This is an optimization exercise on Yosys and OpenROAD, whose aim is small area, not a production implementation. Function was checked by simulation only, so behaviour that the tests miss may differ from the original. Power figures rest on the tool's default switching activity, not on a simulated workload.

==> build 33: inputs <==
## winograd_tile_buffer
module winograd_tile_buffer #(
  parameter int unsigned INPUT_TILE_SIZE  = 4,
  parameter int unsigned INPUT_DATA_WIDTH = 8,
  parameter int unsigned CHANNELS         = 3,
  parameter int unsigned IMG_W            = 16,
  parameter int unsigned IMG_H            = 16
) (
  input  logic                                                    clk,
  input  logic                                                    reset,
  input  logic                                                    start,
  input  logic [CHANNELS*INPUT_DATA_WIDTH-1:0]                    s_data,
  input  logic                                                    s_valid,
  output logic                                                    s_ready,
  output logic [INPUT_TILE_SIZE*INPUT_TILE_SIZE*CHANNELS*INPUT_DATA_WIDTH-1:0] inpData,
  output logic                                                    o_valid,
  output logic [$clog2(IMG_H/2)-1:0]                              tile_row,
  output logic [$clog2(IMG_W/2)-1:0]                              tile_col,
  output logic                                                    frame_done,
  output logic                                                    busy
);
Settings: LEC_CHECK=0, CAP_MARGIN=20, CORE_MARGIN=2, CORE_UTILIZATION=40, SLEW_MARGIN=20; clock period 4.0 ns.
run.sh (not shown) runs the stock make flow with config.mk's settings and CLKGATE_MAP_FILE= SYNTH_SCRIPT=/design/flow/synth_recipe.tcl, a recipe that flattens the netlist after the stock synthesis.
==> trial 14 (differences from build 33) <==
==> flow/flow/run.sh (new file) <==
#!/bin/bash
# Standard layout, with the port buffers made from the smallest buffer cell and a clock tree
# built without dummy balancing loads.
export BUFFER_PORTS_ARGS="-buffer_cell sky130_fd_sc_hd__buf_1"
export CTS_ARGS="-sink_clustering_enable -repair_clock_nets -dont_use_dummy_load -buf_list sky130_fd_sc_hd__clkbuf_8 -sink_clustering_size 20 -sink_clustering_max_diameter 50"
bash standard.sh > standard.log 2>&1
==> flow/standard.sh (new file) <==
#!/bin/bash
# synth_recipe.tcl (not shown) runs the flow's synth.tcl, then flattens the netlist and writes it again
# the make line also repeats each setting of config.mk as NAME=value (left out here)
make -C /OpenROAD-flow-scripts/flow DESIGN_CONFIG=/design/flow/config.mk WORK_HOME=/design/flow/orfs CLKGATE_MAP_FILE= SYNTH_SCRIPT=/design/flow/synth_recipe.tcl "${@:-finish}"
--- a/flow/config.mk
+++ b/flow/config.mk
@@ -8,4 +8,4 @@
 export CAP_MARGIN = 20
 export CORE_MARGIN = 2
-export CORE_UTILIZATION = 40
+export CORE_UTILIZATION = 60
 export SLEW_MARGIN = 20
removed: flow/run.sh
==> qor summary <==
|  | trial 14 | build 33 |
|---|---|---|
| Crit share post-route | 0.7398 | 0.8361 |
| Final net count | 1869 | 1919 |
| Tapcells | 846 | 1265 |
| Power of the combinational group | 670 uW | 999 uW |
| Area added between synthesis and finish | 11.04% | 27.14% |
| Clock slew seen by the registers of the worst setup and hold paths | 110 ps | 60 ps |
| Slew HR | 0.5347 | 0.5192 |
| Drt total wl | 47.31 mm | 52.87 mm |
| Weighted congestion reported at the end of routability-driven placement | 0.7566 | 0.7656 |
| Die area | 0.06543 mm2 | 0.09758 mm2 |
| Pin count of the biggest net entering global routing | 134 | 74 |
| Reg2Reg Depth | 4 | 3 |
| Run status | finished clean | finished clean |
| Smallest setup slack after layout | 1041 ps | 655.7 ps |

==> run a <==
winograd_tile_buffer again, from the RTL that the note above started with.
==> module winograd_tile_buffer, before the edit <==
module winograd_tile_buffer #(
  parameter int unsigned INPUT_TILE_SIZE  = 4,
  parameter int unsigned INPUT_DATA_WIDTH = 8,
  parameter int unsigned CHANNELS         = 3,
  parameter int unsigned IMG_W            = 16,
  parameter int unsigned IMG_H            = 16
) (
  input  logic                                                    clk,
  input  logic                                                    reset,
  input  logic                                                    start,
  input  logic [CHANNELS*INPUT_DATA_WIDTH-1:0]                    s_data,
  input  logic                                                    s_valid,
  output logic                                                    s_ready,
  output logic [INPUT_TILE_SIZE*INPUT_TILE_SIZE*CHANNELS*INPUT_DATA_WIDTH-1:0] inpData,
  output logic                                                    o_valid,
  output logic [$clog2(IMG_H/2)-1:0]                              tile_row,
  output logic [$clog2(IMG_W/2)-1:0]                              tile_col,
  output logic                                                    frame_done,
  output logic                                                    busy
);
  localparam int unsigned TS  = INPUT_TILE_SIZE;
  localparam int unsigned W   = INPUT_DATA_WIDTH;
  localparam int unsigned PW  = CHANNELS * W;
  localparam int unsigned CW  = $clog2(IMG_W);
  localparam int unsigned RW  = $clog2(IMG_H);
  localparam int unsigned TRW = $clog2(IMG_H / 2);
  localparam int unsigned TCW = $clog2(IMG_W / 2);
  localparam int unsigned DEPTH = (TS - 1) * IMG_W + TS;
  logic            run_q;
  logic [CW-1:0]   col_q;
  logic [RW-1:0]   row_q;
  logic            accept;
  logic            last_px;
  logic            emit;
  logic [PW-1:0]   sr_q [DEPTH];
  assign s_ready = run_q;
  assign busy    = run_q;
  assign accept  = s_valid && run_q;
  assign last_px = (row_q == RW'(IMG_H - 1)) && (col_q == CW'(IMG_W - 1));
  assign emit    = accept && row_q[0] && (row_q[RW-1:1] != '0) && col_q[0] && (col_q[CW-1:1] != '0);
  always_ff @(posedge clk or negedge reset) begin
    if (!reset) begin
      run_q   <= 1'b0;
      col_q   <= '0;
      row_q   <= '0;
      o_valid <= 1'b0;
    end else begin
      run_q   <= run_q ? !(accept && last_px) : start;
      o_valid <= emit;
      if (accept) begin
        {row_q, col_q} <= {row_q, col_q} + 1'b1;
      end
    end
  end
  assign frame_done = o_valid && !run_q;
  assign tile_col = TCW'(col_q[CW-1:1]) - TCW'(2);
  assign tile_row = TRW'(row_q[RW-1:1]) - TRW'(1) - TRW'(col_q == '0);
  always_ff @(posedge clk) begin
    if (accept) begin
      sr_q[0] <= s_data;
      for (int d = 1; d < DEPTH; d++) begin
        sr_q[d] <= sr_q[d-1];
      end
    end
  end
  always_comb begin
    for (int c = 0; c < CHANNELS; c++) begin
      for (int i = 0; i < TS; i++) begin
        for (int j = 0; j < TS; j++) begin
          inpData[((c*TS*TS + (TS-1-i)*TS + (TS-1-j))*W) +: W] =
            sr_q[(TS-1-i)*IMG_W + (TS-1-j)][c*W +: W];
        end
      end
    end
  end
endmodule
clock: 4.0 ns
lec_check: 0
cap_margin: 20
core_margin: 2
core_utilization: 60
cts_buf_list: sky130_fd_sc_hd__clkbuf_4
cts_cluster_diameter: 40
cts_cluster_size: 12
slew_margin: 20
standard.sh (not shown) runs the stock make flow with config.mk's settings and CLKGATE_MAP_FILE= SYNTH_SCRIPT=/design/flow/synth_recipe.tcl, a recipe that flattens the netlist after the stock synthesis.
==> flow/flow/run.sh <==
#!/bin/bash
# Standard layout, with the port buffers made from the smallest buffer cell.
export BUFFER_PORTS_ARGS="-buffer_cell sky130_fd_sc_hd__buf_1"
bash standard.sh > standard.log 2>&1
==> run b (differences from run a) <==
==> flow/flow/run.sh (replaced) <==
#!/bin/bash
# Standard layout, with the port buffers made from the smallest buffer cell and a clock tree
# built without dummy balancing loads.
export BUFFER_PORTS_ARGS="-buffer_cell sky130_fd_sc_hd__buf_1"
export CTS_ARGS="-sink_clustering_enable -repair_clock_nets -dont_use_dummy_load -buf_list sky130_fd_sc_hd__clkbuf_16 -sink_clustering_size 32 -sink_clustering_max_diameter 50"
bash standard.sh > standard.log 2>&1
Settings changed: CORE_UTILIZATION 60 to 65, CTS_BUF_LIST sky130_fd_sc_hd__clkbuf_4 to not set, CTS_CLUSTER_DIAMETER 40 to not set, CTS_CLUSTER_SIZE 12 to not set.
==> run c (differences from run a) <==
--- a/flow/design.v
+++ b/flow/design.v
@@ -22,38 +22,45 @@
   localparam int unsigned W   = INPUT_DATA_WIDTH;
   localparam int unsigned PW  = CHANNELS * W;
-  localparam int unsigned CW  = $clog2(IMG_W);
-  localparam int unsigned RW  = $clog2(IMG_H);
   localparam int unsigned TRW = $clog2(IMG_H / 2);
   localparam int unsigned TCW = $clog2(IMG_W / 2);
   localparam int unsigned DEPTH = (TS - 1) * IMG_W + TS;
   logic            run_q;
-  logic [CW-1:0]   col_q;
-  logic [RW-1:0]   row_q;
+  logic            col_par_q;
+  logic [TCW-1:0]  col_hi_q;
+  logic            row_par_q;
+  logic [TRW-1:0]  row_hi_q;
   logic            accept;
+  logic            col_zero;
   logic            last_px;
   logic            emit;
   logic [PW-1:0]   sr_q [DEPTH];
-  assign s_ready = run_q;
-  assign busy    = run_q;
-  assign accept  = s_valid && run_q;
-  assign last_px = (row_q == RW'(IMG_H - 1)) && (col_q == CW'(IMG_W - 1));
-  assign emit    = accept && row_q[0] && (row_q[RW-1:1] != '0) && col_q[0] && (col_q[CW-1:1] != '0);
+  assign s_ready  = run_q;
+  assign busy     = run_q;
+  assign accept   = s_valid && run_q;
+  assign col_zero = !col_par_q && (col_hi_q == TCW'(6));
+  assign last_px  = row_par_q && (row_hi_q == TRW'(6)) && col_par_q && (col_hi_q == TCW'(5));
+  assign emit     = accept && row_par_q && (row_hi_q != TRW'(7)) && col_par_q && (col_hi_q != TCW'(6));
   always_ff @(posedge clk or negedge reset) begin
     if (!reset) begin
-      run_q   <= 1'b0;
-      col_q   <= '0;
-      row_q   <= '0;
-      o_valid <= 1'b0;
+      run_q     <= 1'b0;
+      col_par_q <= 1'b0;
+      col_hi_q  <= TCW'(6);
+      row_par_q <= 1'b1;
+      row_hi_q  <= TRW'(6);
+      o_valid   <= 1'b0;
     end else begin
       run_q   <= run_q ? !(accept && last_px) : start;
       o_valid <= emit;
       if (accept) begin
-        {row_q, col_q} <= {row_q, col_q} + 1'b1;
+        {col_hi_q, col_par_q} <= {col_hi_q, col_par_q} + 1'b1;
+        if (col_zero) begin
+          {row_hi_q, row_par_q} <= {row_hi_q, row_par_q} + 1'b1;
+        end
       end
     end
   end
   assign frame_done = o_valid && !run_q;
-  assign tile_col = TCW'(col_q[CW-1:1]) - TCW'(2);
-  assign tile_row = TRW'(row_q[RW-1:1]) - TRW'(1) - TRW'(col_q == '0);
+  assign tile_col = col_hi_q;
+  assign tile_row = row_hi_q;
   always_ff @(posedge clk) begin
     if (accept) begin
==> flow/flow/run.sh (replaced) <==
#!/bin/bash
# Standard layout, with the port buffers made from the smallest buffer cell and a clock tree
# built without dummy balancing loads.
export BUFFER_PORTS_ARGS="-buffer_cell sky130_fd_sc_hd__buf_1"
export CTS_ARGS="-sink_clustering_enable -repair_clock_nets -dont_use_dummy_load -buf_list sky130_fd_sc_hd__clkbuf_8 -sink_clustering_size 20 -sink_clustering_max_diameter 50"
bash standard.sh > standard.log 2>&1
Settings changed: CTS_BUF_LIST sky130_fd_sc_hd__clkbuf_4 to not set, CTS_CLUSTER_DIAMETER 40 to not set, CTS_CLUSTER_SIZE 12 to not set.
==> run d (differences from run a) <==
--- a/flow/design.v
+++ b/flow/design.v
@@ -22,38 +22,45 @@
   localparam int unsigned W   = INPUT_DATA_WIDTH;
   localparam int unsigned PW  = CHANNELS * W;
-  localparam int unsigned CW  = $clog2(IMG_W);
-  localparam int unsigned RW  = $clog2(IMG_H);
   localparam int unsigned TRW = $clog2(IMG_H / 2);
   localparam int unsigned TCW = $clog2(IMG_W / 2);
   localparam int unsigned DEPTH = (TS - 1) * IMG_W + TS;
   logic            run_q;
-  logic [CW-1:0]   col_q;
-  logic [RW-1:0]   row_q;
+  logic            col_par_q;
+  logic [TCW-1:0]  col_hi_q;
+  logic            row_par_q;
+  logic [TRW-1:0]  row_hi_q;
   logic            accept;
+  logic            col_zero;
   logic            last_px;
   logic            emit;
   logic [PW-1:0]   sr_q [DEPTH];
-  assign s_ready = run_q;
-  assign busy    = run_q;
-  assign accept  = s_valid && run_q;
-  assign last_px = (row_q == RW'(IMG_H - 1)) && (col_q == CW'(IMG_W - 1));
-  assign emit    = accept && row_q[0] && (row_q[RW-1:1] != '0) && col_q[0] && (col_q[CW-1:1] != '0);
+  assign s_ready  = run_q;
+  assign busy     = run_q;
+  assign accept   = s_valid && run_q;
+  assign col_zero = !col_par_q && (col_hi_q == TCW'(6));
+  assign last_px  = row_par_q && (row_hi_q == TRW'(6)) && col_par_q && (col_hi_q == TCW'(5));
+  assign emit     = accept && row_par_q && (row_hi_q != TRW'(7)) && col_par_q && (col_hi_q != TCW'(6));
   always_ff @(posedge clk or negedge reset) begin
     if (!reset) begin
-      run_q   <= 1'b0;
-      col_q   <= '0;
-      row_q   <= '0;
-      o_valid <= 1'b0;
+      run_q     <= 1'b0;
+      col_par_q <= 1'b0;
+      col_hi_q  <= TCW'(6);
+      row_par_q <= 1'b1;
+      row_hi_q  <= TRW'(6);
+      o_valid   <= 1'b0;
     end else begin
       run_q   <= run_q ? !(accept && last_px) : start;
       o_valid <= emit;
       if (accept) begin
-        {row_q, col_q} <= {row_q, col_q} + 1'b1;
+        {col_hi_q, col_par_q} <= {col_hi_q, col_par_q} + 1'b1;
+        if (col_zero) begin
+          {row_hi_q, row_par_q} <= {row_hi_q, row_par_q} + 1'b1;
+        end
       end
     end
   end
   assign frame_done = o_valid && !run_q;
-  assign tile_col = TCW'(col_q[CW-1:1]) - TCW'(2);
-  assign tile_row = TRW'(row_q[RW-1:1]) - TRW'(1) - TRW'(col_q == '0);
+  assign tile_col = col_hi_q;
+  assign tile_row = row_hi_q;
   always_ff @(posedge clk) begin
     if (accept) begin
==> flow/flow/run.sh (replaced) <==
#!/bin/bash
# Standard layout, with the port buffers made from the smallest buffer cell and a clock tree
# built without dummy balancing loads.
export BUFFER_PORTS_ARGS="-buffer_cell sky130_fd_sc_hd__buf_1"
export CTS_ARGS="-sink_clustering_enable -repair_clock_nets -dont_use_dummy_load -buf_list sky130_fd_sc_hd__clkbuf_8 -sink_clustering_size 18 -sink_clustering_max_diameter 100"
bash standard.sh > standard.log 2>&1
Settings changed: CTS_BUF_LIST sky130_fd_sc_hd__clkbuf_4 to not set, CTS_CLUSTER_DIAMETER 40 to not set, CTS_CLUSTER_SIZE 12 to not set.
==> summary.json <==
{
  "layout_worst_path_cycle_share_pct": 80.7,
  "post-synth-top-area-fraction_pct": 98.5,
  "die-area_um2": 65400,
  "effective_utilization_at_floorplan_pct": 60.5,
  "grtUsageMet1_pct": 21.8,
  "status": "complete, no violations",
  "switching_share_pct": 20.3,
  "worst-path-buf-inv": 3,
  "nonClkBufAreaFrac_pct": 4.92,
  "post-place-ws_ns": 1.27
}
[end of results for run a]
==> summary.json <==
{
  "post-place-ws_ns": 1.28,
  "layout_worst_path_cycle_share_pct": 70.6,
  "grtUsageMet1_pct": 23.7,
  "effective_utilization_at_floorplan_pct": 65.8,
  "nonClkBufAreaFrac_pct": 4.45,
  "status": "complete, no violations",
  "worst-setup-path-type": "reg -> out",
  "report.final.hold_viol_count": 0,
  "post-synth-top-area-fraction_pct": 98.5
}
[end of results for run b]
==> summary.json <==
{
  "regMostFlops": "sr_q",
  "die-area_um2": 65300,
  "switching_share_pct": 19.4,
  "post-synth-top-area-fraction_pct": 98.7,
  "nonClkBufAreaFrac_pct": 4.44,
  "synthCells": 1288,
  "status": "complete, no violations",
  "power.share.sequential_pct": 72.9,
  "effective_utilization_at_floorplan_pct": 60.4,
  "wire_per_inst_um": 18.1,
  "ctsHoldBuffers": 0,
  "post-place-ws_ns": 1.29
}
[end of results for run d]
==> summary.json <==
{
  "status": "complete, no violations",
  "crit_path_max_incr_delay_ns": 0.61,
  "critical_path.top_delay_family": "flip-flops",
  "post-place-ws_ns": 1.29,
  "switching_share_pct": 19.4,
  "gr-max-usage-layer": "met1",
  "grtUsageMet1_pct": 21.1,
  "cp-start-kind": "flip-flop",
  "effective_utilization_at_floorplan_pct": 60.4,
  "final-clk-cell-share_pct": 3.22,
  "critical_path.endpoint_type": "output port",
  "clock_net_sink_count": 1258,
  "layout_worst_path_cycle_share_pct": 55.8,
  "die-area_um2": 65300,
  "post-synth-top-area-fraction_pct": 98.7,
  "nonClkBufAreaFrac_pct": 4.41
}
[end of results for run c]

-- afterwards: timing with drivers on the ports --
How much do the figures lean on ideal ports? The routed layouts below were timed once more, with nothing changed but the port constraints.
Step 1 assumes that a clkbuf_16 drives the clock port and a buf_2 every other input.
Step 2 moves the port delays by t, midway between the first and last clock arrival at a register: inputs arrive t later, outputs are due t later. That takes back most of the time a late clock gives input paths.
a / b / c = no drivers / after step 1 / after step 2; a / b = the first two.
run	shift t [ns]	setup slack, ns	worst setup path after step 2	worst data-port slew with drivers (ns)	cell pins on the clock port's net
build 33	0.732	0.656 / 0.595 / 0.851	input to register	0.03	1
trial 14	0.722	1.041 / 0.978 / 1.251	input to register	0.03	1
run a	0.984	0.772 / 0.709 / 1.276	input to register	0.04	1
run b	0.666	1.175 / 1.112 / 1.311	input to register	0.03	1
run c	0.728	1.766 / 1.709 / 1.316	input to register	0.04	1
run d	0.710	1.782 / 1.725 / 1.344	input to register	0.04	1
After both steps every run listed still meets setup and hold. The setup slack of run c, which loses most, moves by -0.057 ns with the drivers and by -0.450 ns with both steps.
